Context: an optimization exercise on an open-source flow, tuned for small area. The choices shown serve that exercise and are no tape-out recipe. Function was checked by simulation only, so behaviour that the tests miss may differ from the original. Power is estimated from default activity; no workload was simulated.

### design/flow/design.v
`default_nettype none
package csr_pkg;
  localparam int unsigned XLEN              = 32;
  localparam int unsigned NUM_PERF_COUNTERS = 9;
  localparam logic [1:0] MXL_RV32         = 2'd1;   
  localparam int unsigned MSTATUS_MIE_BIT  = 3;
  localparam int unsigned MSTATUS_MPIE_BIT = 7;
  localparam logic [1:0] PRIV_LVL_M       = 2'd3;   
  localparam logic [1:0] PCMR_RESET       = 2'd3;   
  localparam logic [6:0] PCCR_BASE_UPPER = 7'b0111100;
  typedef enum logic [1:0] {
    CSR_OP_NONE  = 2'd0,
    CSR_OP_WRITE = 2'd1,
    CSR_OP_SET   = 2'd2,
    CSR_OP_CLEAR = 2'd3
  } csr_op_e;
  typedef enum logic [11:0] {
    CSR_MSTATUS = 12'h300,
    CSR_MISA    = 12'h301,
    CSR_MTVEC   = 12'h305,
    CSR_MEPC    = 12'h341,
    CSR_MCAUSE  = 12'h342,
    CSR_PCCR31  = 12'h79F,   
    CSR_PCER    = 12'h7A0,
    CSR_PCMR    = 12'h7A1,
    CSR_MHARTID = 12'hF14
  } csr_num_e;
  typedef enum int unsigned {
    EV_CYCLE        = 0,
    EV_INSTR        = 1,
    EV_IMISS        = 2,
    EV_LOAD         = 3,
    EV_STORE        = 4,
    EV_JUMP         = 5,
    EV_BRANCH       = 6,
    EV_BRANCH_TAKEN = 7,
    EV_COMPRESSED   = 8
  } perf_event_e;
endpackage
`default_nettype wire
`timescale 1ns/1ns
`default_nettype none
import csr_pkg::*;
module csr_unit_top #(
  parameter bit RV32E = 1'b0,
  parameter bit RV32M = 1'b1
) (
  input  logic            clk_i,
  input  logic            rst_ni,
  input  logic [csr_pkg::XLEN-1:0] boot_addr_i,
  input  logic [3:0]      core_id_i,
  input  logic [5:0]      cluster_id_i,
  input  logic            csr_access_i,
  input  logic [11:0]             csr_addr_i,
  input  logic [csr_pkg::XLEN-1:0] csr_wdata_i,
  input  logic [1:0]              csr_op_i,
  output logic [csr_pkg::XLEN-1:0] csr_rdata_o,
  input  logic [csr_pkg::XLEN-1:0] pc_if_i,
  input  logic [csr_pkg::XLEN-1:0] pc_id_i,
  input  logic            csr_save_if_i,
  input  logic            csr_save_id_i,
  input  logic            csr_save_cause_i,
  input  logic [5:0]      csr_cause_i,
  input  logic            csr_restore_mret_i,
  output logic            m_irq_enable_o,
  output logic [csr_pkg::XLEN-1:0] mepc_o,
  input  logic            if_valid_i,
  input  logic            id_valid_i,
  input  logic            is_compressed_i,
  input  logic            is_decoding_i,
  input  logic            imiss_i,
  input  logic            pc_set_i,
  input  logic            jump_i,
  input  logic            branch_i,
  input  logic            branch_taken_i,
  input  logic            mem_load_i,
  input  logic            mem_store_i
);
  localparam int unsigned NC = NUM_PERF_COUNTERS;
  localparam logic [XLEN-1:0] MISA_VALUE =
      (XLEN'(1)     <<  2)
    | (XLEN'(RV32E) <<  4)
    | (XLEN'(1)     <<  8)
    | (XLEN'(RV32M) << 12)
    | (XLEN'(MXL_RV32) << 30);
  logic            mie_q, mpie_q;
  logic [XLEN-1:0] mepc_q;
  logic [5:0]      mcause_q;
  logic [NC-1:0]   pcer_q;
  logic [1:0]      pcmr_q;
  logic [NC-1:0]   pend_q;                
  logic [NC-1:0][XLEN-1:0] cnt_q;
  logic [11:0] a;
  assign a = csr_addr_i;
  logic sel_mstatus, sel_misa, sel_mtvec, sel_mepc, sel_mcause, sel_mhartid;
  logic sel_pcer, sel_pcmr, sel_all, in_pccr;
  logic [NC-1:0] sel_cnt;
  assign sel_mstatus = (a == CSR_MSTATUS);
  assign sel_misa    = (a == CSR_MISA);
  assign sel_mtvec   = (a == CSR_MTVEC);
  assign sel_mepc    = (a == CSR_MEPC);
  assign sel_mcause  = (a == CSR_MCAUSE);
  assign sel_mhartid = (a == CSR_MHARTID);
  assign sel_pcer    = (a == CSR_PCER);
  assign sel_pcmr    = (a == CSR_PCMR);
  assign sel_all     = (a == CSR_PCCR31);
  assign in_pccr     = (a[11:5] == PCCR_BASE_UPPER);
  always_comb begin
    for (int c = 0; c < NC; c++) sel_cnt[c] = in_pccr && (a[4:0] == 5'(c));
  end
  always_comb begin
    csr_rdata_o = '0;
    if (sel_mstatus) begin
      csr_rdata_o[12:11]            = PRIV_LVL_M;
      csr_rdata_o[MSTATUS_MPIE_BIT] = mpie_q;
      csr_rdata_o[MSTATUS_MIE_BIT]  = mie_q;
    end
    csr_rdata_o = csr_rdata_o
                | ({XLEN{sel_misa}}    & MISA_VALUE)
                | ({XLEN{sel_mtvec}}   & boot_addr_i)
                | ({XLEN{sel_mepc}}    & mepc_q)
                | ({XLEN{sel_mcause}}  & {mcause_q[5], 26'b0, mcause_q[4:0]})
                | ({XLEN{sel_mhartid}} & {21'b0, cluster_id_i, 1'b0, core_id_i})
                | ({XLEN{sel_pcer}}    & XLEN'(pcer_q))
                | ({XLEN{sel_pcmr}}    & XLEN'(pcmr_q));
    for (int c = 0; c < NC; c++) csr_rdata_o = csr_rdata_o | ({XLEN{sel_cnt[c]}} & cnt_q[c]);
  end
  logic            we;
  logic [XLEN-1:0] wdata;
  assign we = csr_access_i & (csr_op_i != CSR_OP_NONE);
  always_comb begin
    unique case (csr_op_i)
      CSR_OP_SET:   wdata = csr_wdata_i | csr_rdata_o;
      CSR_OP_CLEAR: wdata = ~csr_wdata_i & csr_rdata_o;
      default:      wdata = csr_wdata_i;
    endcase
  end
  logic            mie_n, mpie_n;
  logic [XLEN-1:0] mepc_n;
  logic [5:0]      mcause_n;
  always_comb begin
    mie_n    = mie_q;
    mpie_n   = mpie_q;
    mepc_n   = mepc_q;
    mcause_n = mcause_q;
    if (we && sel_mstatus) begin
      mie_n  = wdata[MSTATUS_MIE_BIT];
      mpie_n = wdata[MSTATUS_MPIE_BIT];
    end
    if (we && sel_mepc)   mepc_n   = wdata;
    if (we && sel_mcause) mcause_n = {wdata[XLEN-1], wdata[4:0]};
    if (csr_save_cause_i) begin
      mepc_n   = (csr_save_if_i && !csr_save_id_i) ? pc_if_i : pc_id_i;
      mcause_n = csr_cause_i;
      mpie_n   = mie_q;
      mie_n    = 1'b0;
    end else if (csr_restore_mret_i) begin
      mie_n  = mpie_q;
      mpie_n = 1'b1;
    end
  end
  assign m_irq_enable_o = mie_q;
  assign mepc_o         = mepc_q;
  logic [NC-1:0] ev;
  assign ev[EV_CYCLE]        = 1'b1;
  assign ev[EV_INSTR]        = if_valid_i;
  assign ev[EV_IMISS]        = imiss_i & ~pc_set_i;
  assign ev[EV_LOAD]         = mem_load_i;
  assign ev[EV_STORE]        = mem_store_i;
  assign ev[EV_JUMP]         = jump_i;
  assign ev[EV_BRANCH]       = branch_i;
  assign ev[EV_BRANCH_TAKEN] = branch_taken_i;
  assign ev[EV_COMPRESSED]   = id_valid_i & is_decoding_i & is_compressed_i;
  logic [NC-1:0][XLEN-1:0] cnt_n;
  for (genvar c = 0; c < NC; c++) begin : g_cnt
    logic [XLEN:0]   cy;    
    logic [XLEN-1:0] inc;
    logic wr, blk;
    assign cy[0] = pend_q[c];
    assign wr    = we && (sel_cnt[c] || sel_all);
    assign blk   = pcmr_q[1] & cy[XLEN] & ~wr;
    for (genvar b = 0; b < XLEN; b++) begin : g_bit
      assign inc[b]  = cnt_q[c][b] ^ cy[b];
      assign cy[b+1] = cnt_q[c][b] & cy[b];
    end
    assign cnt_n[c] = (wr ? wdata : inc) | {XLEN{blk}};
  end
  always_ff @(posedge clk_i or negedge rst_ni) begin
    if (!rst_ni) begin
      mie_q    <= 1'b0;
      mpie_q   <= 1'b0;
      mepc_q   <= '0;
      mcause_q <= '0;
      pcer_q   <= '0;
      pcmr_q   <= PCMR_RESET;
      pend_q   <= '0;
      cnt_q    <= '0;
    end else begin
      mie_q    <= mie_n;
      mpie_q   <= mpie_n;
      mepc_q   <= mepc_n;
      mcause_q <= mcause_n;
      if (we && sel_pcer) pcer_q <= wdata[NC-1:0];
      if (we && sel_pcmr) pcmr_q <= wdata[1:0];
      pend_q   <= ev & pcer_q & {NC{pcmr_q[0]}};
      cnt_q    <= cnt_n;
    end
  end
endmodule
`default_nettype wire
### design/flow/flow/run.sh
#!/bin/bash
# The standard ORFS layout (standard.sh) with three changes:
#  - synthesis maps with an area-oriented ABC script (flow/my_synth.tcl),
#  - port buffers are buf_1 instead of the default clkdlybuf4s50_1,
#  - CTS uses larger sink clusters and no dummy loads.
set -euo pipefail
export FLOW_WORK=$PWD
export BUFFER_PORTS_ARGS="-buffer_cell sky130_fd_sc_hd__buf_1"
export CTS_ARGS="-sink_clustering_enable -repair_clock_nets -buf_list sky130_fd_sc_hd__clkbuf_8 -sink_clustering_size 18 -sink_clustering_max_diameter 50 -dont_use_dummy_load"
bash standard.sh SYNTH_SCRIPT=$PWD/flow/my_synth.tcl finish > standard.log 2>&1
### design/flow/flow/abc_area.script
strash
balance
rewrite
refactor
balance
rewrite
rewrite -z
balance
refactor -z
rewrite -z
balance
dc2
&get -n
&dch -f
&nf -a -R 1000
&put
### design/flow/flow/my_synth.tcl
# The standard synthesis (synth_recipe.tcl in the work folder), with one
# change: the final ABC technology mapping uses flow/abc_area.script, an
# area-oriented script, instead of ORFS's speed script. Registers are mapped
# by dfflibmap before ABC runs, so they are the standard synthesis's.
proc abc {args} {
  set i [lsearch $args -script]
  if {$i >= 0} { lset args [expr {$i + 1}] $::env(FLOW_WORK)/flow/abc_area.script }
  yosys abc {*}$args
}
source $::env(FLOW_WORK)/synth_recipe.tcl
### design/flow/standard.sh
#!/bin/bash
# synth_recipe.tcl (not shown) runs the flow's synth.tcl, then flattens the netlist and writes it again
# the make line also repeats each setting of config.mk as NAME=value (left out here)
make -C /OpenROAD-flow-scripts/flow DESIGN_CONFIG=/design/flow/config.mk WORK_HOME=/design/flow/orfs CLKGATE_MAP_FILE= SYNTH_SCRIPT=/design/flow/synth_recipe.tcl "${@:-finish}"
### design/flow/config.mk
export PLATFORM = sky130hd
export DESIGN_NAME = csr_unit_top
export DESIGN_NICKNAME = csr_unit_top
export VERILOG_FILES = /design/flow/design.v
export SDC_FILE = /design/flow/constraint.sdc
export NUM_CORES = 4
export LEC_CHECK = 0
export CAP_MARGIN = 20
export CORE_MARGIN = 2
export CORE_UTILIZATION = 65
export PLACE_DENSITY = 0.75
export SLEW_MARGIN = 20
### design/flow/constraint.sdc
create_clock -name core_clock -period 10.0 [get_ports {clk_i}]
set_input_delay 2.0000 -clock core_clock [delete_from_list [all_inputs] [get_ports {clk_i}]]
set_output_delay 2.0000 -clock core_clock [all_outputs]
set_load 0.01 [all_outputs]
==> impl_results.md, run 1 <==
- Largest net degree at the start of global routing: between 150 and 200
- Sequential power share: 59.1%
- WL/cell: ~26 µm
- Initial antenna violation count: 0
- Post-route worst setup slack: between 2000 and 2500 ps
- Main combinational cell family by area after synthesis: compound AO/OA/AOI/OAI gates
- WL met2: a little under 30 mm
- DRC violations left: 0
- Place WS: 2232 ps
- Met1 Routed Length: 23.87 mm
- Met3 wire length: ~7.0 mm
- Yosys cell types: 39
- Leakage dissipation: 0.008229 µW
- Mean Syn Cell Area: roughly 11 µm²
- #FFs+latches synth: between 300 and 400
- Total Routing Usage GR: ~42%
- H-tree Lvls: 2
- Delay-heaviest family, CP: adder cells
- CTS tree: yes
- CP most frequent cell: ha_1
- Synth Warn #: 1
- Worst EP required: 10,390 ps
- Setup crit start kind: flip-flop
- Critical-path maximum fanout: 20
- Crit path DAT: 8260 ps
- PortBufs: 240
- Hpwl dp: 41.96 mm
- Global route overflow: 0
- Maximum root-to-sink buffer count: 3
- Max VDD drop: 0.1008 mV
- Initial core utilization: 66.38%
- Sequential share of the synthesized area: 46.98%
- Worst-path clk slew: 80 ps
- P&R area growth vs syn: 13.10%
- Commonest non-fill, non-tap cells in the layout: dfrtp_1, nor2_1, ha_1
- Compound-cell area share of the yosys netlist: between 20% and 30%
- Slew HR: around 23%
- Crit end category: flip-flop
- Area after DPL: approximately 20,000 µm²
- Syn_nets: 2,199
- Root Buffer: clkbuf_8
- Slowest CP cell: buf_4
- GPL Wtd Cong: 0.8830
- Post-CTS Setup Inserts: 0
- Mux share of post-synthesis cell area: less than 1%
- Post-Synth Adder-Cell Area: around a fifth
- Post-synthesis cell count: 1,735
- Synth Area in XOR/XNOR: 0%
- Max cap viols: 0
- Via density: 6.851
- Num CTS Buffers: 37
- Clock group share of total power: 32.6%
- Die area: 29,890 µm²
- Slew @ Worst Pin: 1152 ps
- Power Density: around 120 nW/µm²
- RSZ-0062 raised after global routing: false
- Highest metal layer with signal wires: met4
- Int Power: 1833 µW
- Post-Synth Simple-Gate Area: 11.63%
- Most common cell after layout, fill and taps aside: dfrtp_1
- Resize count post-CTS: 0
- Final worst-path cycle share: 78.73%
- Pwr Total: ~2500 µW
- Total number of vias: around 17,000
- Vert. Die Dim: 172.9 µm
- DRT Pass-1 Iters: 12
- Clk sinks: 348
- Critical path class: flip-flop to flip-flop
- Core Area: 27,930 µm²
- Max Clock Freq: 0.1270 GHz
- Number of antenna repair diodes: 0
- Clock Latency Late Sink: 580 ps
- NetSw: 646.8 µW
- Row cnt: 61
- Hold-fix buffers at CTS: 0
- Vias in the first global route: 16,727
- Final Cell Area: around 21,000 µm²
- Worst Hold Class: flip-flop to flip-flop
- CP max stage delay: 420 ps
- Routed WL: about 63 mm
- Layout cell share with drive strength beyond 1: 5.714%
- Final slew viol count: 0
- Initial DRC Count: 2,206
- Buf/Inv on CP: 1
- Mapped Area: roughly 19,000 µm²
- IO Pins: 241
- Sw Ratio: 26.08%
- Setup TNS: 0 ps
- Combinational fraction of design power: 8.3%
- Clock skew: slightly below 60 ps
- DIE WIDTH: 172.9 µm
- Final Setup Violations: 0
- Final Hold Viols: 0
- Nets: between 2,000 and 3,000
- Antenna viol nets, final: 0
- Outcome: timing/DRC/antenna clean
- Final min period: 7873 ps
- First-pass GRT wire length: 97.01 mm
sequential cells by signal, summed over array words and instances, names as in the netlist:
| name | count |
|---|---|
| mie_q | 1 |
| mpie_q | 1 |
| pcer_q | 9 |
| mepc_q | 32 |
| cnt_q | 288 |
| pcmr_q | 2 |
| mcause_q | 6 |
| pend_q | 9 |
through the flow:
| stage | utilization [%] | instances | hold WS [ps] |
|---|---|---|---|
| 2_1_floorplan | - | 1735 | 457.9 |
| 3_3_place_gp | 73.08 | 2405 | 469.8 |
| 3_5_place_dp | 73.12 | 2405 | 483.0 |
| 4_1_cts | 74.94 | 2442 | 493.9 |
| 5_1_grt | 75.07 | 2443 | 507.3 |
| 6_report | 75.07 | 2443 | 499.4 |
worst register-to-register path, delay by kind of cell (launching register included):
kind / cells / cell delay, ps
flip-flops: 1 / 400
AO/OA/AOI/OAI: 1 / 50
buffers and inverters: 1 / 430
AND/OR/NAND/NOR: 3 / 610
adder cells (fa/ha/maj): 32 / 6220
kinds of logic (layout without fill, tap and decap cells):
family                     after synthesis  in the layout
DFF                                    348            348
AOI/OAI and AO/OA                      597            597
adders and majority gates              288            288
and+or+nand+nor                        486            486
buffers and inverters                   13            343
muxes                                    3              3
final timing paths:
| check | from | to | slack, ps | cells after the start |
|---|---|---|---|---|
| worst max-delay path | cnt_q[160] | cnt_q[188] | 2130 | 37 |
| worst min-delay path | mcause_q[5] | mcause_q[5] | 500 | 2 |
| worst max register to register | cnt_q[160] | cnt_q[188] | 2130 | 37 |
| worst min register to register | mcause_q[5] | mcause_q[5] | 500 | 2 |
| max in group asynchronous | rst_ni | cnt_q[131] | 6720 | 3 |
| min in group asynchronous | rst_ni | cnt_q[145] | 1440 | 1 |
cells in the mapped netlist:
| master | n | area (µm²) |
|---|---|---|
| dfrtp_1 | 346 | 8658 |
| nor2_1 | 297 | 1115 |
| ha_1 | 288 | 3603 |
| a21oi_1 | 256 | 1281 |
| o21ai_0 | 81 | 405.4 |
| o22a_1 | 81 | 709.4 |
| nand2_1 | 73 | 274.0 |
| a222oi_1 | 69 | 690.7 |
| a22oi_1 | 50 | 375.4 |
| and3b_1 | 23 | 201.4 |
| nand3_1 | 23 | 115.1 |
| and3_1 | 19 | 118.9 |
| a221o_1 | 16 | 160.2 |
| a221oi_1 | 14 | 122.6 |
| clkinv_1 | 13 | 48.80 |
| nand4_1 | 13 | 81.33 |
| a22o_1 | 11 | 96.34 |
| nand2b_1 | 11 | 68.82 |
| o21a_1 | 10 | 75.07 |
| nor3_1 | 8 | 40.04 |
| nor2b_1 | 6 | 37.54 |
| a211o_1 | 3 | 26.28 |
| and4_1 | 3 | 26.28 |
| mux2_1 | 3 | 33.78 |
| a211oi_1 | 2 | 15.01 |
| a21boi_0 | 2 | 15.01 |
| dfstp_2 | 2 | 52.55 |
| a21o_1 | 1 | 7.510 |
| and2_0 | 1 | 6.260 |
| and4b_1 | 1 | 10.01 |
| nand3b_1 | 1 | 7.510 |
| nand4b_1 | 1 | 8.760 |
| nor3b_1 | 1 | 7.510 |
| nor4_1 | 1 | 6.260 |
| o41ai_1 | 1 | 8.760 |
| or2_0 | 1 | 6.260 |
| or3_1 | 1 | 6.260 |
| or3b_1 | 1 | 8.760 |
| or4b_1 | 1 | 10.01 |
power groups by stage:
| stage | Sequential, µW | Combinational (µW) | Clock [µW] |
|---|---|---|---|
| 5_1_grt | 1470 | 228 | 866 |
| 6_report | 1470 | 206 | 807 |
| 3_5_place_dp | 1490 | 203 | 0 |
| 4_1_cts | 1470 | 203 | 812 |
| 2_1_floorplan | 1490 | 77.6 | 0 |
| 3_3_place_gp | 1490 | 197 | 0 |
metal layers:
metal	GRT usage [%]	up-vias
li1	-	7334
met1	55.28	8088
met2	67.73	1094
met3	8.641	221
met4	20.59	0
met5	0	-
layout make-up:
| type | instances | area, µm² |
|---|---|---|
| Clock buffer | 37 | 509.2 |
| Fill cell | 2104 | 6964 |
| Inverter | 13 | 48.80 |
| Multi-Input combinational cell | 1374 | 9891 |
| Sequential cell | 348 | 8711 |
| Tap cell | 378 | 473.0 |
| Timing Repair Buffer | 293 | 1338 |
==> inputs of run 2 (changes only) <==
--- a/design/flow/flow/run.sh
+++ b/design/flow/flow/run.sh
@@ -8,3 +8,3 @@
 export BUFFER_PORTS_ARGS="-buffer_cell sky130_fd_sc_hd__buf_1"
-export CTS_ARGS="-sink_clustering_enable -repair_clock_nets -buf_list sky130_fd_sc_hd__clkbuf_8 -sink_clustering_size 18 -sink_clustering_max_diameter 50 -dont_use_dummy_load"
+export CTS_ARGS="-sink_clustering_enable -repair_clock_nets -buf_list sky130_fd_sc_hd__clkbuf_16 -sink_clustering_size 30 -sink_clustering_max_diameter 80 -dont_use_dummy_load"
 bash standard.sh SYNTH_SCRIPT=$PWD/flow/my_synth.tcl finish > standard.log 2>&1
==> design/flow/flow/abc_area.script (replaced) <==
strash
balance
rewrite
refactor
balance
rewrite
rewrite -z
balance
refactor -z
rewrite -z
balance
dc2
&get -n
&dch -f
&nf -a -p -F 8 -A 8 -C 32 -R 1000
&put
--- a/design/flow/config.mk
+++ b/design/flow/config.mk
@@ -7,3 +7,3 @@
 export LEC_CHECK = 0
-export CAP_MARGIN = 20
+export CAP_MARGIN = 5
 export CORE_MARGIN = 2
@@ -11,2 +11,2 @@
 export PLACE_DENSITY = 0.75
-export SLEW_MARGIN = 20
+export SLEW_MARGIN = 5
==> run 2 against run 1 <==
Still clean. First-iteration DRC count up 5.1%. Total power shrank 3.2%. Largest cell class unchanged. Critical path type unchanged. Non-clock buffer count decreased by 16. Critical endpoint is now cnt_q[141]. Synthesized cell count about the same.
==> impl_results.md, run 2 <==
- Outcome: timing/DRC/antenna clean
- DRT Pass-1 Iters: 10
- Fillers: 2,131
- Most common cell in the netlist: dfrtp_1
- CP Launch Point: cnt_q[128]
- Yosys cell types: 39
- FF-to-FF path depth: 36
- Crit end category: flip-flop
- Dominant synthesized flop cell: dfrtp_1
- Nets: 2,495
- Worst Hold Class: flip-flop to flip-flop
- Critical-path maximum fanout: 32
- Setup crit start kind: flip-flop
- Worst-path clk slew: around 120 ps
- Antenna viol nets, final: 0
- Ranking of synthesized cells by area: dfrtp_1, ha_1, a21oi_1
- CP most frequent cell: ha_1
- RSZ-0062 raised after global routing: false
- Initial core utilization: between 60% and 70%
- Num CTS Buffers: 16
- Mapped Area: 18,430 µm²
- Max cap viols: 0
- Routed WL: 62.42 mm
- Biggest register: cnt_q
- Max FFs per register: 288
- #FFs+latches synth: 348
- Top flop regs: cnt_q: 288 flops, mepc_q: 32 flops
- Via density: 6.867
- Commonest non-fill, non-tap cells in the layout: dfrtp_1, nor2_1, ha_1
- DRC violations left: 0
- Max VDD drop: 0.09106 mV
- Met3 usage: 7.416%
- CP endpoint: cnt_q[141]
- DIE WIDTH: 172.4 µm
- Initial DRC Count: 2,319
- Synth area leader: dfrtp_1
- Slowest CP cell: nand2_2
- Crit path DAT: ~8400 ps
- Leakage dissipation: about 0.0081 µW
- Top Usage Layer GRT: met2
- Number of antenna repair diodes: 0
- Most common cell after layout, fill and taps aside: dfrtp_1
- Hold_ws: slightly above 500 ps
- Final min period: 8060 ps
- Slew HR: 11.31%
- Die area: 29,720 µm²
- GPL Wtd Cong: 0.8929
- Max Clock Freq: 0.1241 GHz
- Met1 Usage GRT: 54.47%
- PortBufs: 240
- Row cnt: 61
- Global route overflow: 0
- Final slew viol count: 0
- Root Buffer: clkbuf_16
- Clock Latency Late Sink: 530 ps
- Hpwl dp: slightly above 40 mm
- Post-synth EDFFs: 0
- Vert. Die Dim: around 170 µm
- Syn_nets: 2,200
- CTS tree: yes
- P&R area growth vs syn: 11.91%
- Sequential share of the synthesized area: approximately 47%
- First-pass GRT wire length: 93.56 mm
- Final Setup Violations: 0
- WL/cell: between 20 and 30 µm
- Fin util: 74.04%
- Total number of vias: approximately 17,000
- GR Layer Usage met2: 69.13%
- Async S/R FF share, synth: 100.0%
- Post-CTS Setup Inserts: 0
- Core Area: 27,860 µm²
- Post-synthesis cell count: 1,736
- Clk sinks: 348
- CP max stage delay: 590 ps
- Post-synth top area share: between 40% and 50%
- FF-to-FF End: cnt_q[141]
- IO Pins: 241
- Total Routing Usage GR: 42.24%
- Synth Warn #: 1
- Resize count post-CTS: 0
- Initial antenna violation count: 0
- Setup TNS: 0 ps
- Layout cell share with drive strength beyond 1: ~4.1%
- Critical path class: flip-flop to flip-flop
- Pwr Total: 2401 µW
- R2R setup slack: 1940 ps
- Slew @ Worst Pin: around 1300 ps
- H-tree Lvls: 1
- Vias in the first global route: 16,229
- Hold-fix buffers at CTS: 0
- Mean Syn Cell Area: roughly 11 µm²
- Final worst-path cycle share: between 80 and 90%
- Largest net degree at the start of global routing: 192
- Clock skew: 57.64 ps
- Top post-synthesis cells by count: dfrtp_1, nor2_1, ha_1
- Reg2reg start: cnt_q[128]
- Power Density: 116.4 nW/µm²
- Final Hold Viols: 0
- Worst EP required: 10,320 ps
- Maximum root-to-sink buffer count: 3
==> run 2: logic make-up after synthesis <==
group / synth area share [%]
fa+ha+maj: 19.55
mux: 0.1765
flops: 47.26
buf+inv: 0.1629
compound gates: 20.53
simple gates: 12.31
==> run 2: area by class of cell <==
| class | count | area, µm² | area share [%] |
|---|---|---|---|
| clock buffers | 16 | 400.4 | 1.941 |
| inverters | 8 | 30.03 | 0.1456 |
| multi-input cells | 1380 | 9796 | 47.49 |
| flip-flops and latches | 348 | 8711 | 42.23 |
| well taps | 378 | 473.0 | 2.293 |
| repair buffers | 277 | 1217 | 5.902 |
==> run 2: how the worst min path moves through the flow <==
| stage | startpoint | endpoint | slack [ps] | depth (start not counted) |
|---|---|---|---|---|
| after detailed placement | mcause_q[4] | mcause_q[4] | 490 | 2 |
| after CTS | mcause_q[4] | mcause_q[4] | 520 | 2 |
| after global placement | pcer_q[0] | pcer_q[0] | 480 | 2 |
| final | mcause_q[4] | mcause_q[4] | 520 | 2 |
| after global routing | mcause_q[4] | mcause_q[4] | 530 | 2 |
| after floorplan | mcause_q[4] | mcause_q[4] | 460 | 2 |
==> run 2: power by group <==
group / internal (µW) / switching, µW
Combinational: 60.4 / 137
Clock: 291 / 445
Sequential: 1440 / 30.3
==> run 2: worst max-delay path, delay by kind of cell, from the launching register on <==
| kind | cells | cell delay, ps |
|---|---|---|
| flip-flops | 1 | 400 |
| AO/OA/AOI/OAI | 1 | 70 |
| AND/OR/NAND/NOR | 3 | 970 |
| adder cells (fa/ha/maj) | 32 | 6380 |
==> run 2: metal layers <==
layer,routed length [µm],part of all wire [%]
met2,29330,47
met4,3330,5.3
met5,0,0
met1,23560,38
met3,6201,9.9
==> run 2: through the flow <==
| step | worst slack (ps) | std cells | instance area, µm² |
|---|---|---|---|
| global placement | 2033 | 2390 | 20200 |
| floorplan | 2231 | 1736 | 18430 |
| CTS | 2083 | 2407 | 20630 |
| detailed placement | 2124 | 2391 | 20230 |
| global route | 1698 | 2407 | 20630 |
| finish | 1940 | 2407 | 20630 |
==> inputs of run 3 (changes only) <==
--- a/design/flow/flow/run.sh
+++ b/design/flow/flow/run.sh
@@ -8,3 +8,3 @@
 export BUFFER_PORTS_ARGS="-buffer_cell sky130_fd_sc_hd__buf_1"
-export CTS_ARGS="-sink_clustering_enable -repair_clock_nets -buf_list sky130_fd_sc_hd__clkbuf_16 -sink_clustering_size 30 -sink_clustering_max_diameter 80 -dont_use_dummy_load"
+export CTS_ARGS="-sink_clustering_enable -repair_clock_nets -buf_list sky130_fd_sc_hd__clkbuf_16 -sink_clustering_size 20 -sink_clustering_max_diameter 60 -dont_use_dummy_load"
 bash standard.sh SYNTH_SCRIPT=$PWD/flow/my_synth.tcl finish > standard.log 2>&1
==> run 3 against run 2 <==
Global-route usage up 0.68 points. Count of clock-buffer cells in the layout grew 14. Cell count rose by 0.58%. Total power up 12%. Clock skew is 4.1 ps lower. Sequential power is essentially flat. Non-clock buffer count did not move.
==> impl_results.md, run 3 <==
- Buf/Inv on CP: 0
- Pwr Total: 2689 µW
- Dominant synthesized flop cell: dfrtp_1
- Most common cell in the netlist: dfrtp_1
- Total Routing Usage GR: 42.93%
- Top flop regs: cnt_q: 288 flops, mepc_q: 32 flops
- Initial core utilization: 66.16%
- Number of antenna repair diodes: 0
- Syn_nets: 2,200
- Sw Ratio: 24.77%
- Root Buffer: clkbuf_16
- Setup crit start kind: flip-flop
- Initial antenna violation count: 0
- P&R area growth vs syn: 13.81%
- Clock skew: about 54 ps
- Met3 wire length: 6.711 mm
- Die area: ~30,000 µm²
- Clock Latency Late Sink: just under 600 ps
- IO Pins: 241
- Placed insts: around 2,400
- Mean Syn Cell Area: 10.62 µm²
- Int Power: slightly above 2000 µW
- Post-synth EDFFs: 0
- Final min period: 8084 ps
- Total number of vias: 16,743
- WL/cell: 26.19 µm
- Synth Warn #: 1
- Slowest CP cell: nand2_2
- Via density: 6.916
- Hold-fix buffers at CTS: 0
- Clock group share of total power: between 30% and 40%
- Most common cell after layout, fill and taps aside: dfrtp_1
- Post-synth top area share: between 40 and 50%
- First-pass GRT wire length: 95.14 mm
- CP most frequent cell: ha_1
- Yosys cell types: 39
- PortBufs: 240
- Critical-path maximum fanout: 32
- Post-CTS Setup Inserts: 0
- CTS tree: yes
- Post-synthesis cell count: 1,736
- Delay-heaviest family, CP: adder cells
- Combinational fraction of design power: 7.4%
- Max cap viols: 0
- RSZ-0062 raised after global routing: false
- #FFs+latches synth: 348
- Max Clock Freq: ~0.12 GHz
- Final slew viol count: 0
- Final Setup Violations: 0
- Ranking of synthesized cells by area: dfrtp_1, ha_1, a21oi_1
- DIE WIDTH: 172.4 µm
- Top post-synthesis cells by count: dfrtp_1, nor2_1, ha_1
- Largest net degree at the start of global routing: ~190
- Clk sinks: 348
- Crit end category: flip-flop
- Sequential power share: between 50 and 60%
- Maximum root-to-sink buffer count: 3
- Initial DRC Count: 2,503
- Worst Hold Class: flip-flop to flip-flop
- Worst EP required: 10,440 ps
- Core Area: 27,860 µm²
- Mapped Area: ~18,000 µm²
- Critical path class: flip-flop to flip-flop
- Async S/R FF share, synth: between 90% and 100%
- Post-route worst setup slack: between 1500 and 2000 ps
- CP max stage delay: 590 ps
- Row cnt: 61
- Final Hold Viols: 0
- Outcome: timing/DRC/antenna clean
- Max FFs per register: roughly 290
- WL met2: between 20 and 30 mm
- Commonest non-fill, non-tap cells in the layout: dfrtp_1, nor2_1, ha_1
- Vert. Die Dim: approximately 170 µm
- Global route overflow: 0
- Highest metal layer with signal wires: met4
- Slew HR: 9.306%
- Met1 Routed Length: 23.68 mm
- Non-Filler Instances: 2,421
- Leakage dissipation: 0.008285 µW
- H-tree Lvls: 1
- Setup TNS: 0 ps
- Slew @ Worst Pin: around 1400 ps
- Routed WL: 63.41 mm
- DRC violations left: 0
- Biggest register: cnt_q
- Num CTS Buffers: 30
- Synth area leader: dfrtp_1
- Hpwl dp: 40.85 mm
- Antenna viol nets, final: 0
- Worst-path clk slew: 80 ps
- Place WS: 2124 ps
- GPL Wtd Cong: 0.8929
- Final worst-path cycle share: 80.84%
- NetSw: about 670 µW
- Nets: 2,509
- Max VDD drop: 0.1193 mV
- DRT Pass-1 Iters: 9
- Resize count post-CTS: 0
- Crit path DAT: 8530 ps
- Layout cell share with drive strength beyond 1: 4.748%
- Sequential share of the synthesized area: 47.26%
- Vias in the first global route: between 15,000 and 20,000
- Power Density: 128.2 nW/µm²
==> run 3: power groups by stage <==
stage	sequential (µW)	clock, µW	combinational, µW
6_report	1470	1020	198
5_1_grt	1470	1080	220
4_1_cts	1470	1020	196
3_5_place_dp	1490	0	195
3_3_place_gp	1490	0	191
2_1_floorplan	1490	0	74.1
==> run 3: worst min-delay path: stages (launching register included) <==
cell      delay, ps
dfrtp_1         350
a222oi_1         80
clkinv_1         50
==> run 3: area by class of cell <==
class | instances | area (µm²)
multi-input cells | 1380 | 9796
inverters | 8 | 30.03
flip-flops and latches | 348 | 8711
fillers | 2077 | 6880
repair buffers | 277 | 1217
clock buffers | 30 | 750.7
well taps | 378 | 473.0
==> run 3: per-stage QoR <==
stage	hold slack [ps]	cell area, µm²	util [%]
3_3_place_gp	482.4	20200	72.50
4_1_cts	505.6	20980	75.30
5_1_grt	519.5	20980	75.30
6_report	505.2	20980	75.30
3_5_place_dp	493.6	20230	72.60
2_1_floorplan	457.9	18430	-
==> run 3: path summary, 6_finish.rpt <==
path	from	to	slack, ps	depth (start not counted)
min	mcause_q[4]	mcause_q[4]	510	2
min reg2reg	mcause_q[4]	mcause_q[4]	510	2
min in group asynchronous	rst_ni	cnt_q[204]	1450	1
max reg2reg	cnt_q[128]	cnt_q[159]	1920	35
max	cnt_q[128]	cnt_q[159]	1920	35
max in group asynchronous	rst_ni	cnt_q[34]	6240	3
==> run 3: kinds of logic (layout without fill, tap and decap cells) <==
kind of cell	Yosys count	in the layout	synth area share [%]
mux	3	3	0.1765
fa+ha+maj	288	288	19.55
flops	348	348	47.26
compound gates	574	574	20.53
buf+inv	8	315	0.1629
simple gates	515	515	12.31
==> run 3: per-layer routing <==
metal  GRT usage [%]  vias to the layer above
met5               0                        -
met4           22.80                        0
met3           8.080                      219
met2           68.87                     1105
met1           55.59                     8140
li1                -                     7279
==> inputs of run 4 (changes only) <==
--- a/design/flow/flow/run.sh
+++ b/design/flow/flow/run.sh
@@ -8,3 +8,3 @@
 export BUFFER_PORTS_ARGS="-buffer_cell sky130_fd_sc_hd__buf_1"
-export CTS_ARGS="-sink_clustering_enable -repair_clock_nets -buf_list sky130_fd_sc_hd__clkbuf_16 -sink_clustering_size 20 -sink_clustering_max_diameter 60 -dont_use_dummy_load"
+export CTS_ARGS="-sink_clustering_enable -repair_clock_nets -buf_list sky130_fd_sc_hd__clkbuf_16 -sink_clustering_size 24 -sink_clustering_max_diameter 70 -dont_use_dummy_load"
 bash standard.sh SYNTH_SCRIPT=$PWD/flow/my_synth.tcl finish > standard.log 2>&1
==> run 4 against run 3 <==
Still clean on timing, DRC and antenna. Worst hold slack improved by 9.5 ps. Sequential cell count unchanged. Utilization decreased by 0.63 points. Critical path type unchanged. Critical endpoint unchanged. Largest cell class unchanged. Largest power group unchanged. Highest routed layer unchanged.
==> impl_results.md, run 4 <==
- Outcome: timing/DRC/antenna clean
- Routed WL: 62.87 mm
- DIE WIDTH: around 170 µm
- H-tree Lvls: 1
- CTS tree: yes
- Post-CTS Setup Inserts: 0
- Power Density: between 100 and 150 nW/µm²
- Total number of vias: 16,697
- Initial antenna violation count: 0
- Post-synth EDFFs: 0
- Maximum root-to-sink buffer count: 3
- Dominant synthesized flop cell: dfrtp_1
- Slew HR: a little over an eighth
- Pwr Total: 2555 µW
- #FFs+latches synth: 348
- Ranking of synthesized cells by area: dfrtp_1, ha_1, a21oi_1
- Commonest non-fill, non-tap cells in the layout: dfrtp_1, nor2_1, ha_1
- Top flop regs: cnt_q: 288 flops, mepc_q: 32 flops
- Via density: 6.917
- Reg2reg start: cnt_q[128]
- Nets: 2,502
- Fillers: 2,124
- Root Buffer: clkbuf_16
- Crit path DAT: 8490 ps
- Place WS: approximately 2100 ps
- Worst-path clk slew: 100 ps
- Final Hold Viols: 0
- Crit end category: flip-flop
- Biggest register: cnt_q
- Hold_ws: 514.7 ps
- Vias in the first global route: 16,237
- CP Launch Point: cnt_q[128]
- Max Clock Freq: 0.1239 GHz
- Largest net degree at the start of global routing: 192
- Antenna viol nets, final: 0
- Max cap viols: 0
- Buf/Inv on CP: 0
- Async S/R FF share, synth: 100.0%
- Delay-heaviest family, CP: adder cells
- Clk sinks: roughly 350
- Most common cell after layout, fill and taps aside: dfrtp_1
- PortBufs: 240
- Synth Area in XOR/XNOR: 0%
- FF/Latch Area: between 8000 and 9000 µm²
- Worst EP required: between 10,000 and 15,000 ps
- GPL Wtd Cong: 0.8929
- Max FFs per register: approximately 290
- Fin util: 74.67%
- Hpwl dp: 40.85 mm
- Post-synth top area share: 46.98%
- Main combinational cell family by area after synthesis: compound AO/OA/AOI/OAI gates
- Slowest CP cell: nand2_2
- Worst Hold Class: flip-flop to flip-flop
- Critical-path maximum fanout: 32
- Number of antenna repair diodes: 0
- Max VDD drop: between 0.1 and 0.15 mV
- DRC violations left: 0
- Num CTS Buffers: 23
- Initial DRC Count: 2,347
- Core Area: 27,860 µm²
- Die area: ~30,000 µm²
- Area of the multi-input gates: around 9800 µm²
- Hold Crit Start: mcause_q[4]
- Final min period: 8071 ps
- Synth area leader: dfrtp_1
- Clock skew: roughly 52 ps
- Total Routing Usage GR: 42.47%
- Setup TNS: 0 ps
- First-pass GRT wire length: 94.03 mm
- Top post-synthesis cells by count: dfrtp_1, nor2_1, ha_1
- P&R area growth vs syn: 12.86%
- Clock Latency Late Sink: 560 ps
- Row cnt: ~60
- Final slew viol count: 0
- Vert. Die Dim: 172.4 µm
- Mux share of post-synthesis cell area: 0.1765%
- Setup crit start kind: flip-flop
- Synth Warn #: 1
- Hold-fix buffers at CTS: 0
- Final Setup Violations: 0
- Resize count post-CTS: 0
- Global route overflow: 0
- Post-synthesis cell count: 1,736
- RSZ-0062 raised after global routing: false
- Post-Synth Adder-Cell Area: 19.55%
- CP max stage delay: 600 ps
- CP most frequent cell: ha_1
- Initial core utilization: ~66%
- Mapped Area: 18,430 µm²
- Post-route worst setup slack: between 1500 and 2000 ps
- Critical path class: flip-flop to flip-flop
- Leakage dissipation: 0.008198 µW
- Most common cell in the netlist: dfrtp_1
- Mean Syn Cell Area: between 10 and 15 µm²
- IO Pins: 241
- Post-Synth Simple-Gate Area: 12.31%
- Layout cell share with drive strength beyond 1: under 10%
- Slew @ Worst Pin: approximately 1300 ps
- Sequential share of the synthesized area: 47.26%
- Syn_nets: roughly 2,200
- Compound-cell area share of the yosys netlist: 20.53%
- DRT Pass-1 Iters: 11
- WL/cell: 26.04 µm
- Yosys cell types: 39
- Final worst-path cycle share: 80.71%
-- run 4: cell counts after synthesis --
Identical to the previous run, type by type.
-- run 4: worst paths after layout --
| path | endpoint | slack, ps | cells past startpoint |
|---|---|---|---|
| max | cnt_q[159] | 1930 | 35 |
| min | mcause_q[4] | 510 | 2 |
| max reg2reg | cnt_q[159] | 1930 | 35 |
| min reg2reg | mcause_q[4] | 510 | 2 |
| max in group asynchronous | pend_q[0] | 6200 | 3 |
| min in group asynchronous | mepc_q[13] | 1460 | 1 |
-- run 4: where the power goes --
group / internal (µW) / total (µW) / switching, µW
combinational: 60.4 / 198 / 137
clock: 408 / 890 / 481
sequential: 1440 / 1470 / 30.1
total: 1910 / 2560 / 649
-- run 4: stage by stage --
| stage | cell area [µm²] | cells |
|---|---|---|
| after global placement | 20200 | 2390 |
| final | 20800 | 2414 |
| after global routing | 20800 | 2414 |
| after detailed placement | 20230 | 2391 |
| after CTS | 20800 | 2414 |
| after floorplan | 18430 | 1736 |
-- run 4: final cells by class --
type,count,share of cell area (%)
Clock buffer,23,2.767
Multi-Input combinational cell,1380,47.09
Inverter,8,0.1444
Tap cell,378,2.274
Sequential cell,348,41.87
Timing Repair Buffer,277,5.852
-- run 4: logic make-up after synthesis --
family	count (synthesis)
and+or+nand+nor	515
DFF	348
muxes	3
AOI/OAI and AO/OA	574
buffers and inverters	8
adders and majority gates	288
-- run 4: worst min-delay path: stages, from the launching register on --
cell,delay [ps]
dfrtp_1,370
a222oi_1,80
clkinv_1,50
-- run 4: per-layer routing --
| metal | global-route usage, % | part of all wire (%) |
|---|---|---|
| met5 | 0 | 0 |
| met4 | 21.89 | 5.6 |
| met3 | 8.629 | 11 |
| met2 | 68.94 | 47 |
| met1 | 54.15 | 37 |
==> inputs of run 5 (changes only) <==
--- a/design/flow/design.v
+++ b/design/flow/design.v
@@ -110,2 +110,17 @@
   end
+  logic [XLEN-1:0] cnt_rd;
+  always_comb begin
+    case (a[3:0])
+      4'd0: cnt_rd = cnt_q[0];
+      4'd1: cnt_rd = cnt_q[1];
+      4'd2: cnt_rd = cnt_q[2];
+      4'd3: cnt_rd = cnt_q[3];
+      4'd4: cnt_rd = cnt_q[4];
+      4'd5: cnt_rd = cnt_q[5];
+      4'd6: cnt_rd = cnt_q[6];
+      4'd7: cnt_rd = cnt_q[7];
+      4'd8: cnt_rd = cnt_q[8];
+      default: cnt_rd = '0;
+    endcase
+  end
   always_comb begin
@@ -125,3 +140,3 @@
                 | ({XLEN{sel_pcmr}}    & XLEN'(pcmr_q));
-    for (int c = 0; c < NC; c++) csr_rdata_o = csr_rdata_o | ({XLEN{sel_cnt[c]}} & cnt_q[c]);
+    csr_rdata_o = csr_rdata_o | ({XLEN{in_pccr & ~a[4]}} & cnt_rd);
   end
@@ -143,3 +158,2 @@
     mpie_n   = mpie_q;
-    mepc_n   = mepc_q;
     mcause_n = mcause_q;
@@ -149,6 +163,4 @@
     end
-    if (we && sel_mepc)   mepc_n   = wdata;
     if (we && sel_mcause) mcause_n = {wdata[XLEN-1], wdata[4:0]};
     if (csr_save_cause_i) begin
-      mepc_n   = (csr_save_if_i && !csr_save_id_i) ? pc_if_i : pc_id_i;
       mcause_n = csr_cause_i;
@@ -161,2 +173,9 @@
   end
+  logic mepc_s_if, mepc_s_id, mepc_s_wr, mepc_s_hold;
+  assign mepc_s_if   = csr_save_cause_i & csr_save_if_i & ~csr_save_id_i;
+  assign mepc_s_id   = csr_save_cause_i & ~(csr_save_if_i & ~csr_save_id_i);
+  assign mepc_s_wr   = ~csr_save_cause_i & we & sel_mepc;
+  assign mepc_s_hold = ~csr_save_cause_i & ~(we & sel_mepc);
+  assign mepc_n = ({XLEN{mepc_s_if}} & pc_if_i) | ({XLEN{mepc_s_id}} & pc_id_i)
+                | ({XLEN{mepc_s_wr}} & wdata)   | ({XLEN{mepc_s_hold}} & mepc_q);
   assign m_irq_enable_o = mie_q;
@@ -185,3 +204,3 @@
     end
-    assign cnt_n[c] = (wr ? wdata : inc) | {XLEN{blk}};
+    assign cnt_n[c] = ({XLEN{~wr}} | wdata) & (inc | {XLEN{wr | blk}});
   end
--- a/design/flow/flow/run.sh
+++ b/design/flow/flow/run.sh
@@ -8,3 +8,3 @@
 export BUFFER_PORTS_ARGS="-buffer_cell sky130_fd_sc_hd__buf_1"
-export CTS_ARGS="-sink_clustering_enable -repair_clock_nets -buf_list sky130_fd_sc_hd__clkbuf_16 -sink_clustering_size 24 -sink_clustering_max_diameter 70 -dont_use_dummy_load"
+export CTS_ARGS="-sink_clustering_enable -repair_clock_nets -buf_list {sky130_fd_sc_hd__clkbuf_8 sky130_fd_sc_hd__clkbuf_16} -sink_clustering_size 24 -sink_clustering_max_diameter 60 -dont_use_dummy_load"
 bash standard.sh SYNTH_SCRIPT=$PWD/flow/my_synth.tcl finish > standard.log 2>&1
==> run 5 against run 4 <==
Cell count shrank 2.3%. Combinational power grew 9%. Routed wire length shrank 0.52%. Still clean on timing, DRC and antenna. Cell area shrank 0.51%. Count of clock-buffer cells in the layout grew 5. Critical endpoint is now cnt_q[79]. Highest routed layer is now met5. First-iteration DRC count grew 15%. Synthesized cell count shrank 4.6%. Worst setup slack gained 230 ps. Register-to-register slack gained 230 ps. Maximum frequency grew 2.9%. Largest power group unchanged. Total power grew 4.0%. Clock power grew 9.2%.
==> impl_results.md, run 5 <==
- Worst EP required: 10,370 ps
- Ranking of synthesized cells by area: dfrtp_1, ha_1, a21oi_1
- Buf/Inv on CP: 0
- Die area: 29,220 µm²
- Antenna viol nets, final: 0
- Synth area leader: dfrtp_1
- Max VDD drop: ~0.17 mV
- Routed WL: approximately 63 mm
- Vert. Die Dim: around 170 µm
- Crit path DAT: 8210 ps
- Crit end category: flip-flop
- Sequential share of the synthesized area: 48.09%
- Slew HR: under 10%
- RSZ-0062 raised after global routing: false
- Met3 wire length: 8.791 mm
- Mean Syn Cell Area: 10.93 µm²
- Final worst-path cycle share: 78.44%
- Top flop regs: cnt_q: 288 flops, mepc_q: 32 flops
- Mapped Area: 18,110 µm²
- Initial antenna violation count: 5
- Largest net degree at the start of global routing: 76
- Synth Warn #: 1
- Layout cell share with drive strength beyond 1: 5.466%
- P&R area growth vs syn: 14.26%
- Total number of vias: 16,468
- Area after DPL: 19,990 µm²
- Setup crit start kind: flip-flop
- Commonest non-fill, non-tap cells in the layout: dfrtp_1, a21oi_1, nor2_1
- Worst Hold Class: flip-flop to flip-flop
- Slowest CP cell: a21o_1
- Async S/R FF share, synth: 100.0%
- Critical-path maximum fanout: 32
- DRT Pass-1 Iters: 10
- CP most frequent cell: ha_1
- Via density: approximately 7
- Clock Latency Late Sink: slightly below 600 ps
- Delay-heaviest family, CP: adder cells
- Max Clock Freq: 0.1275 GHz
- CP max stage delay: 650 ps
- Dominant synthesized flop cell: dfrtp_1
- Maximum root-to-sink buffer count: 3
- Met1 Routed Length: 22.87 mm
- Hold-fix buffers at CTS: 0
- Clock skew: 66.51 ps
- IO Pins: 241
- DIE WIDTH: approximately 170 µm
- Vias in the first global route: roughly 16,000
- Resize count post-CTS: 0
- Clock group share of total power: a little over a third
- WL/cell: 26.53 µm
- CTS tree: yes
- Post-CTS Setup Inserts: 0
- Final slew viol count: 0
- Initial core utilization: 65.56%
- Syn_nets: 2,121
- Root Buffer: clkbuf_16
- PortBufs: 240
- Fin util: between 70% and 80%
- First-pass GRT wire length: 94.35 mm
- Initial DRC Count: approximately 2,700
- #FFs+latches synth: 348
- Sequential power share: 55.3%
- Combinational fraction of design power: 8.1%
- Placed insts: ~2,300
- Power Density: 128.4 nW/µm²
- Worst-path clk slew: 70 ps
- NetSw: around 660 µW
- WL met2: 27.99 mm
- Final Cell Area: 20,700 µm²
- Sw Ratio: 24.96%
- Final min period: 7844 ps
- Post-synth top area share: 47.80%
- Pwr Total: approximately 2700 µW
- Critical path class: flip-flop to flip-flop
- Hpwl dp: 41.60 mm
- Top post-synthesis cells by count: dfrtp_1, a21oi_1, nor2_1
- Yosys cell types: 35
- Final Setup Violations: 0
- Total Routing Usage GR: a little over two fifths
- DRC violations left: 0
- Row cnt: between 60 and 70
- Core Area: 27,630 µm²
- Leakage dissipation: 0.01090 µW
- Post-synth EDFFs: 0
- Nets: between 2,000 and 2,500
- Int Power: 1993 µW
- Post-synthesis cell count: 1,657
- Final Hold Viols: 0
- Highest metal layer with signal wires: met5
- Most common cell in the netlist: dfrtp_1
- Clk sinks: between 300 and 400
- Slew @ Worst Pin: 1389 ps
- Num CTS Buffers: 28
- GPL Wtd Cong: 0.8899
- Outcome: timing/DRC/antenna clean
- Biggest register: cnt_q
- Max cap viols: 0
- Non-Filler Instances: between 2,000 and 2,500
- Global route overflow: 0
- Max FFs per register: 288
- H-tree Lvls: 1
- Most common cell after layout, fill and taps aside: dfrtp_1
- Setup TNS: 0 ps
[run 5: cell count changes in the layout (fill, tap and decap cells not counted), moves of 25 or more]
| cell | change |
|---|---|
| a222oi_1 | +67 |
| o22a_1 | -36 |
| nand2_1 | -78 |
| a21oi_1 | +58 |
| a22oi_1 | -25 |
| o221ai_1 | -28 |
[run 5: power by group through the flow]
stage / clock, µW / combinational (µW) / sequential (µW)
finish: 972 / 216 / 1470
detailed placement: 0 / 210 / 1490
CTS: 979 / 210 / 1470
global route: 1030 / 235 / 1470
global placement: 0 / 205 / 1490
floorplan: 0 / 78.8 / 1490
[run 5: worst paths after layout]
kind / cells after the start / slack [ps] / start / to
min in group asynchronous: 1 / 1440 / rst_ni / cnt_q[215]
worst min register to register: 2 / 510 / mcause_q[1] / mcause_q[1]
worst max-delay path: 35 / 2160 / pend_q[2] / cnt_q[79]
max in group asynchronous: 3 / 6220 / rst_ni / cnt_q[193]
worst max register to register: 35 / 2160 / pend_q[2] / cnt_q[79]
worst min-delay path: 2 / 510 / mcause_q[1] / mcause_q[1]
[run 5: cell type report]
cell class	instances	area [µm²]
multi-input combinational	1306	9503
sequential	348	8711
fill	2068	6932
timing repair buffer	291	1289
clock buffer	28	700.7
tap	378	473.0
inverter	3	11.26
antenna	4	10.01
[run 5: cell families (layout without fill, tap and decap cells)]
| group | after synthesis | count (layout) | share of synthesized area, % |
|---|---|---|---|
| AOI/OAI and AO/OA | 602 | 602 | 21.72 |
| adders and majority gates | 288 | 288 | 19.89 |
| buffers and inverters | 3 | 322 | 0.06216 |
| DFF | 348 | 348 | 48.09 |
| other | 0 | 4 | 0 |
| and+or+nand+nor | 416 | 416 | 10.23 |
[run 5: metal layers]
metal	GRT usage, %	vias to the layer above
met4	19.86	2
met1	56.18	7926
met3	13.23	203
li1	-	7159
met5	0	-
met2	66.40	1178
[run 5: worst min-delay path: stages, from the launching register on]
cell and delay (ps):
dfrtp_1 350, a22oi_1 60, o21ai_0 70
[run 5: stage by stage]
| step | setup slack (ps) | hold WS [ps] |
|---|---|---|
| after floorplan | 675.5 | 470.5 |
| after global routing | 1900 | 533.4 |
| after CTS | 2253 | 516.8 |
| after detailed placement | 2361 | 498.0 |
| final | 2156 | 512.4 |
| after global placement | 2411 | 494.9 |
==> inputs of run 6 (changes only) <==
--- a/design/flow/flow/run.sh
+++ b/design/flow/flow/run.sh
@@ -8,3 +8,3 @@
 export BUFFER_PORTS_ARGS="-buffer_cell sky130_fd_sc_hd__buf_1"
-export CTS_ARGS="-sink_clustering_enable -repair_clock_nets -buf_list {sky130_fd_sc_hd__clkbuf_8 sky130_fd_sc_hd__clkbuf_16} -sink_clustering_size 24 -sink_clustering_max_diameter 60 -dont_use_dummy_load"
+export CTS_ARGS="-sink_clustering_enable -repair_clock_nets -buf_list sky130_fd_sc_hd__clkbuf_16 -sink_clustering_size 30 -sink_clustering_max_diameter 70 -dont_use_dummy_load"
 bash standard.sh SYNTH_SCRIPT=$PWD/flow/my_synth.tcl finish > standard.log 2>&1
==> run 6 against run 5 <==
Still clean on timing, DRC and antenna. Clock skew is 25 ps lower. Via count grew 0.49%. Non-clock buffer count unchanged. Clock power is 17% lower. Critical endpoint is now cnt_q[178].
==> impl_results.md, run 6 <==
- Global route overflow: 0
- GPL Wtd Cong: just under 0.9
- Setup crit start kind: flip-flop
- Max Clock Freq: around 0.13 GHz
- Yosys cell types: 35
- Most common cell in the netlist: dfrtp_1
- Layout cell share with drive strength beyond 1: 5.081%
- Placed insts: 2,326
- Ranking of synthesized cells by area: dfrtp_1, ha_1, a21oi_1
- Async S/R FF share, synth: 100.0%
- Dominant synthesized flop cell: dfrtp_1
- Compound-cell area share of the yosys netlist: 21.72%
- Final Setup Violations: 0
- DRC violations left: 0
- DRT Pass-1 Iters: 9
- Int Power: 1860 µW
- Initial core utilization: roughly two thirds
- Crit path DAT: between 8000 and 9000 ps
- Maximum root-to-sink buffer count: 3
- Main combinational cell family by area after synthesis: compound AO/OA/AOI/OAI gates
- Antenna viol nets, final: 0
- Mapped Area: roughly 18,000 µm²
- PortBufs: 240
- Slowest CP cell: a21o_1
- Hold-fix buffers at CTS: 0
- Post-synthesis cell count: about 1,700
- FF/Latch Area: 8711 µm²
- Clock group share of total power: 32.5%
- Max VDD drop: 0.1320 mV
- Non-Filler Instances: about 2,300
- Top post-synthesis cells by count: dfrtp_1, a21oi_1, nor2_1
- Setup TNS: 0 ps
- Post-Synth Adder-Cell Area: 19.89%
- Sequential power share: 58.8%
- Final Hold Viols: 0
- Place WS: 2361 ps
- Synth area leader: dfrtp_1
- Biggest register: cnt_q
- Row cnt: 61
- Clk sinks: 348
- Clock skew: 41.96 ps
- Area of the multi-input gates: 9503 µm²
- Fin util: approximately three quarters
- Post-route worst setup slack: approximately 2200 ps
- Post-Synth Simple-Gate Area: 10.23%
- RSZ-0062 raised after global routing: false
- Hpwl dp: 41.60 mm
- Outcome: timing/DRC/antenna clean
- Power Density: 121.7 nW/µm²
- Max FFs per register: 288
- Via density: approximately 7
- Routed WL: 62.27 mm
- NetSw: 635.2 µW
- Total Routing Usage GR: 42.70%
- Final slew viol count: 0
- Critical path class: flip-flop to flip-flop
- Mux share of post-synthesis cell area: 0%
- Combinational fraction of design power: 8.6%
- First-pass GRT wire length: approximately 94 mm
- Total number of vias: 16,549
- Vias in the first global route: around 16,000
- Pwr Total: 2495 µW
- Synth Area in XOR/XNOR: 0%
- WL/cell: 26.51 µm
- Initial DRC Count: 2,673
- Num CTS Buffers: 20
- CP most frequent cell: ha_1
- Core Area: 27,630 µm²
- Clock Latency Late Sink: 550 ps
- CP max stage delay: 450 ps
- Slew HR: 7.005%
- Max cap viols: 0
- Critical-path maximum fanout: 18
- Vert. Die Dim: 170.9 µm
- Worst-path clk slew: between 100 and 150 ps
- Most common cell after layout, fill and taps aside: dfrtp_1
- Resize count post-CTS: 0
- Fillers: 2,086
- Worst EP required: 10,360 ps
- #FFs+latches synth: 348
- Sw Ratio: 25.46%
- Leakage dissipation: 0.01080 µW
- Largest net degree at the start of global routing: 76
- Die area: 29,220 µm²
- Crit end category: flip-flop
- Post-CTS Setup Inserts: 0
- P&R area growth vs syn: 13.15%
- Post-synth EDFFs: 0
- Sequential share of the synthesized area: 48.09%
- Post-synth top area share: 47.80%
- Synth Warn #: 1
- Final min period: 7809 ps
- Commonest non-fill, non-tap cells in the layout: dfrtp_1, a21oi_1, nor2_1
- Final worst-path cycle share: 78.09%
- Slew @ Worst Pin: 1395 ps
- Mean Syn Cell Area: 10.93 µm²
- CTS tree: yes
- Root Buffer: clkbuf_16
- IO Pins: 241
- Syn_nets: 2,121
- DIE WIDTH: 170.9 µm
- Top flop regs: cnt_q: 288 flops, mepc_q: 32 flops
- Nets: 2,434
- H-tree Lvls: 1
- Initial antenna violation count: 3
- Worst Hold Class: flip-flop to flip-flop
run 6: cell counts after synthesis:
No cell type changed its count.
run 6: layout make-up:
cell class / count / share of cell area [%]
flip-flops and latches: 348 / 42.50
multi-input cells: 1306 / 46.37
inverters: 3 / 0.05494
clock buffers: 20 / 2.442
diodes: 3 / 0.03663
repair buffers: 291 / 6.288
well taps: 378 / 2.308
run 6: path summary, 6_finish.rpt:
| kind | start | endpoint | slack [ps] | depth (start not counted) |
|---|---|---|---|---|
| min reg2reg | mcause_q[1] | mcause_q[1] | 520 | 2 |
| min in group asynchronous | rst_ni | cnt_q[119] | 1480 | 1 |
| min | mcause_q[1] | mcause_q[1] | 520 | 2 |
| max reg2reg | cnt_q[160] | cnt_q[178] | 2190 | 36 |
| max in group asynchronous | rst_ni | pcer_q[6] | 6190 | 3 |
| max | cnt_q[160] | cnt_q[178] | 2190 | 36 |
run 6: cell families (layout without fill, tap and decap cells):
logic type      after synthesis  in the layout
flops                       348            348
other cells                   0              3
fa+ha+maj                   288            288
buf+inv                       3            314
simple gates                416            416
compound gates              602            602
run 6: stage by stage:
stage / hold WS [ps] / instance area [µm²]
2_1_floorplan: 470.5 / 18110
3_3_place_gp: 494.9 / 19990
3_5_place_dp: 498.0 / 19990
4_1_cts: 517.3 / 20490
5_1_grt: 542.3 / 20490
6_report: 519.1 / 20490
run 6: layer usage:
metal	vias to the layer above	global-route usage [%]	share of wire [%]
met2	1142	65.90	44
met5	-	0	0.021
li1	7133	-	-
met1	8067	56.67	38
met3	205	11.89	13
met4	2	19.05	4.9
run 6: power by group through the flow:
| stage | clock [µW] | combinational, µW | sequential, µW |
|---|---|---|---|
| 6_report | 811 | 215 | 1470 |
| 5_1_grt | 866 | 234 | 1470 |
| 4_1_cts | 818 | 210 | 1470 |
| 3_5_place_dp | 0 | 210 | 1490 |
| 3_3_place_gp | 0 | 205 | 1490 |
| 2_1_floorplan | 0 | 78.8 | 1490 |
run 6: worst max-delay path: cells and delay by family (launching register included):
kind | cells | cell delay, ps
compound gates | 2 | 510
simple gates | 1 | 120
flops | 1 | 410
fa+ha+maj | 32 | 6190
buf+inv | 1 | 370
==> inputs of run 7 (changes only) <==
--- a/design/flow/flow/run.sh
+++ b/design/flow/flow/run.sh
@@ -8,3 +8,3 @@
 export BUFFER_PORTS_ARGS="-buffer_cell sky130_fd_sc_hd__buf_1"
-export CTS_ARGS="-sink_clustering_enable -repair_clock_nets -buf_list sky130_fd_sc_hd__clkbuf_16 -sink_clustering_size 30 -sink_clustering_max_diameter 70 -dont_use_dummy_load"
+export CTS_ARGS="-sink_clustering_enable -repair_clock_nets -buf_list sky130_fd_sc_hd__clkbuf_16 -sink_clustering_size 28 -sink_clustering_max_diameter 100 -dont_use_dummy_load"
 bash standard.sh SYNTH_SCRIPT=$PWD/flow/my_synth.tcl finish > standard.log 2>&1
==> run 7 against run 6 <==
Still clean. Register-to-register slack improved by 30 ps. Via count decreased by 0.82%. Routed wire length fell by 0.39%. Sequential cell count unchanged. Worst setup slack gained 30 ps. Highest routed layer unchanged.
==> impl_results.md, run 7 <==
- Outcome: timing/DRC/antenna clean
- Critical path class: flip-flop to flip-flop
- Pwr Total: roughly 2400 µW
- Initial DRC Count: 2,729
- Critical-path maximum fanout: 32
- Worst-path clk slew: 110 ps
- Post-synth EDFFs: 0
- Resize count post-CTS: 0
- DIE WIDTH: about 170 µm
- Top post-synthesis cells by count: dfrtp_1, a21oi_1, nor2_1
- Hold-fix buffers at CTS: 0
- Global route overflow: 0
- Fillers: 2,112
- First-pass GRT wire length: 92.95 mm
- Async S/R FF share, synth: 100.0%
- Leakage dissipation: 0.01076 µW
- Initial core utilization: 65.56%
- CTS tree: yes
- Root Buffer: clkbuf_16
- Commonest non-fill, non-tap cells in the layout: dfrtp_1, a21oi_1, nor2_1
- Hpwl dp: 41.60 mm
- CP max stage delay: ~670 ps
- Max Clock Freq: 0.1286 GHz
- Slowest CP cell: a21o_1
- Initial antenna violation count: 4
- Ranking of synthesized cells by area: dfrtp_1, ha_1, a21oi_1
- Most common cell after layout, fill and taps aside: dfrtp_1
- Core Area: 27,630 µm²
- WL/cell: 26.45 µm
- Post-CTS Setup Inserts: 0
- Placed insts: 2,326
- Clock skew: 49.44 ps
- Max VDD drop: 0.1580 mV
- Clk sinks: 348
- Non-Filler Instances: approximately 2,300
- Slew @ Worst Pin: 1408 ps
- Worst EP required: 10,370 ps
- Max FFs per register: 288
- Clock Latency Late Sink: 530 ps
- Final Setup Violations: 0
- Sequential share of the synthesized area: 48.09%
- GPL Wtd Cong: 0.8899
- Mean Syn Cell Area: 10.93 µm²
- Most common cell in the netlist: dfrtp_1
- Routed WL: around 62 mm
- Final min period: around 8000 ps
- Final worst-path cycle share: 77.79%
- Max cap viols: 0
- Biggest register: cnt_q
- Slew HR: 6.119%
- Post-synth top area share: 47.80%
- Total number of vias: around 16,000
- Post-synthesis cell count: 1,657
- DRC violations left: 0
- Maximum root-to-sink buffer count: 3
- R2R setup slack: 2220 ps
- PortBufs: 240
- Hold_ws: 524.1 ps
- Power Density: 118.2 nW/µm²
- IO Pins: approximately 240
- Antenna viol nets, final: 0
- Vias in the first global route: 16,005
- RSZ-0062 raised after global routing: false
- Dominant synthesized flop cell: dfrtp_1
- Layout cell share with drive strength beyond 1: 4.888%
- #FFs+latches synth: 348
- Mapped Area: 18,110 µm²
- Die area: 29,220 µm²
- Row cnt: 61
- CP most frequent cell: ha_1
- Top flop regs: cnt_q: 288 flops, mepc_q: 32 flops
- Total Routing Usage GR: 42.33%
- Synth area leader: dfrtp_1
- Yosys cell types: 35
- Setup TNS: 0 ps
- Vert. Die Dim: 170.9 µm
- Synth Warn #: 1
- P&R area growth vs syn: 12.59%
- H-tree Lvls: 1
- Crit end category: flip-flop
- Num CTS Buffers: 16
- DRT Pass-1 Iters: 12
- Syn_nets: 2,121
- Worst Hold Class: flip-flop to flip-flop
- Largest net degree at the start of global routing: 76
- Final slew viol count: 0
- Setup crit start kind: flip-flop
- Nets: 2,430
- Final Hold Viols: 0
- Via density: 6.999
- Fin util: 73.82%
- Crit path DAT: 8140 ps
==> run 7: cell counts after synthesis <==
No cell type changed its count.
==> run 7: layer usage <==
metal	global-route usage, %	part of all wire, %
met3	11.96	13
met5	0	0.021
met2	65.45	45
met4	18.35	4.2
met1	56.20	38
==> run 7: worst paths after layout <==
path / from / end / depth (start not counted)
max: pend_q[2] / cnt_q[79] / 35
min: mcause_q[5] / mcause_q[5] / 2
max reg2reg: pend_q[2] / cnt_q[79] / 35
min reg2reg: mcause_q[5] / mcause_q[5] / 2
max in group asynchronous: rst_ni / cnt_q[134] / 3
min in group asynchronous: rst_ni / cnt_q[23] / 1
==> run 7: layout make-up <==
class | count | area, µm² | area share [%]
multi-input cells | 1306 | 9503 | 46.59
flip-flops and latches | 348 | 8711 | 42.71
repair buffers | 291 | 1289 | 6.319
well taps | 378 | 473.0 | 2.319
clock buffers | 16 | 400.4 | 1.963
inverters | 3 | 11.26 | 0.05521
diodes | 3 | 7.507 | 0.03681
==> run 7: where the power goes <==
part           internal (µW)  switching, µW  leakage, µW  total, µW
sequential              1440           28.8      0.00478       1470
combinational           63.2            152      0.00578        216
clock                    291            437     0.000197        728
==> run 7: stage by stage <==
stage               setup slack [ps]  instance area [µm²]
global placement                2411                19990
CTS                             2338                20390
finish                          2221                20390
global route                    1959                20390
floorplan                      675.5                18110
detailed placement              2361                19990
==> run 7: logic make-up after synthesis <==
group / share of synthesized area (%)
fa+ha+maj: 19.89
simple gates: 10.23
compound gates: 21.72
flops: 48.09
buf+inv: 0.06216
==> run 7: critical path: cells and delay by family, from the launching register on <==
| kind | cells | cell delay [ps] |
|---|---|---|
| AOI/OAI and AO/OA | 2 | 740 |
| adders and majority gates | 32 | 6130 |
| DFF | 1 | 430 |
| and+or+nand+nor | 1 | 310 |

[re-timing with driven ports]
Ports are ideal in the flow. The routed layouts listed here were re-timed in OpenROAD.
Step 1 sets driving cells, clkbuf_16 on the clock port and buf_2 on the other inputs (assumed; they add their load-dependent delay and slew).
Step 2 adds t to the input delays and takes it off the output delays; t is the mean of the earliest and latest rising clock arrival at the registers after step 1. Input paths then give back, and output paths get back, about the clock's delay inside the block.
a / b / c = no drivers / after step 1 / after step 2; a / b = the first two.
run | t (ns) | setup slack, ns | worst setup path after step 2
run 1 | 0.599 | 2.127 / 2.127 / 2.127 | register to register
run 2 | 0.560 | 1.940 / 1.940 / 1.940 | register to register
run 3 | 0.615 | 1.916 / 1.916 / 1.916 | register to register
run 4 | 0.596 | 1.929 / 1.929 / 1.929 | register to register
run 5 | 0.604 | 2.156 / 2.156 / 2.156 | register to register
run 6 | 0.580 | 2.191 / 2.191 / 2.191 | register to register
run 7 | 0.559 | 2.221 / 2.221 / 2.221 | register to register
After both steps every run listed still meets setup and hold.
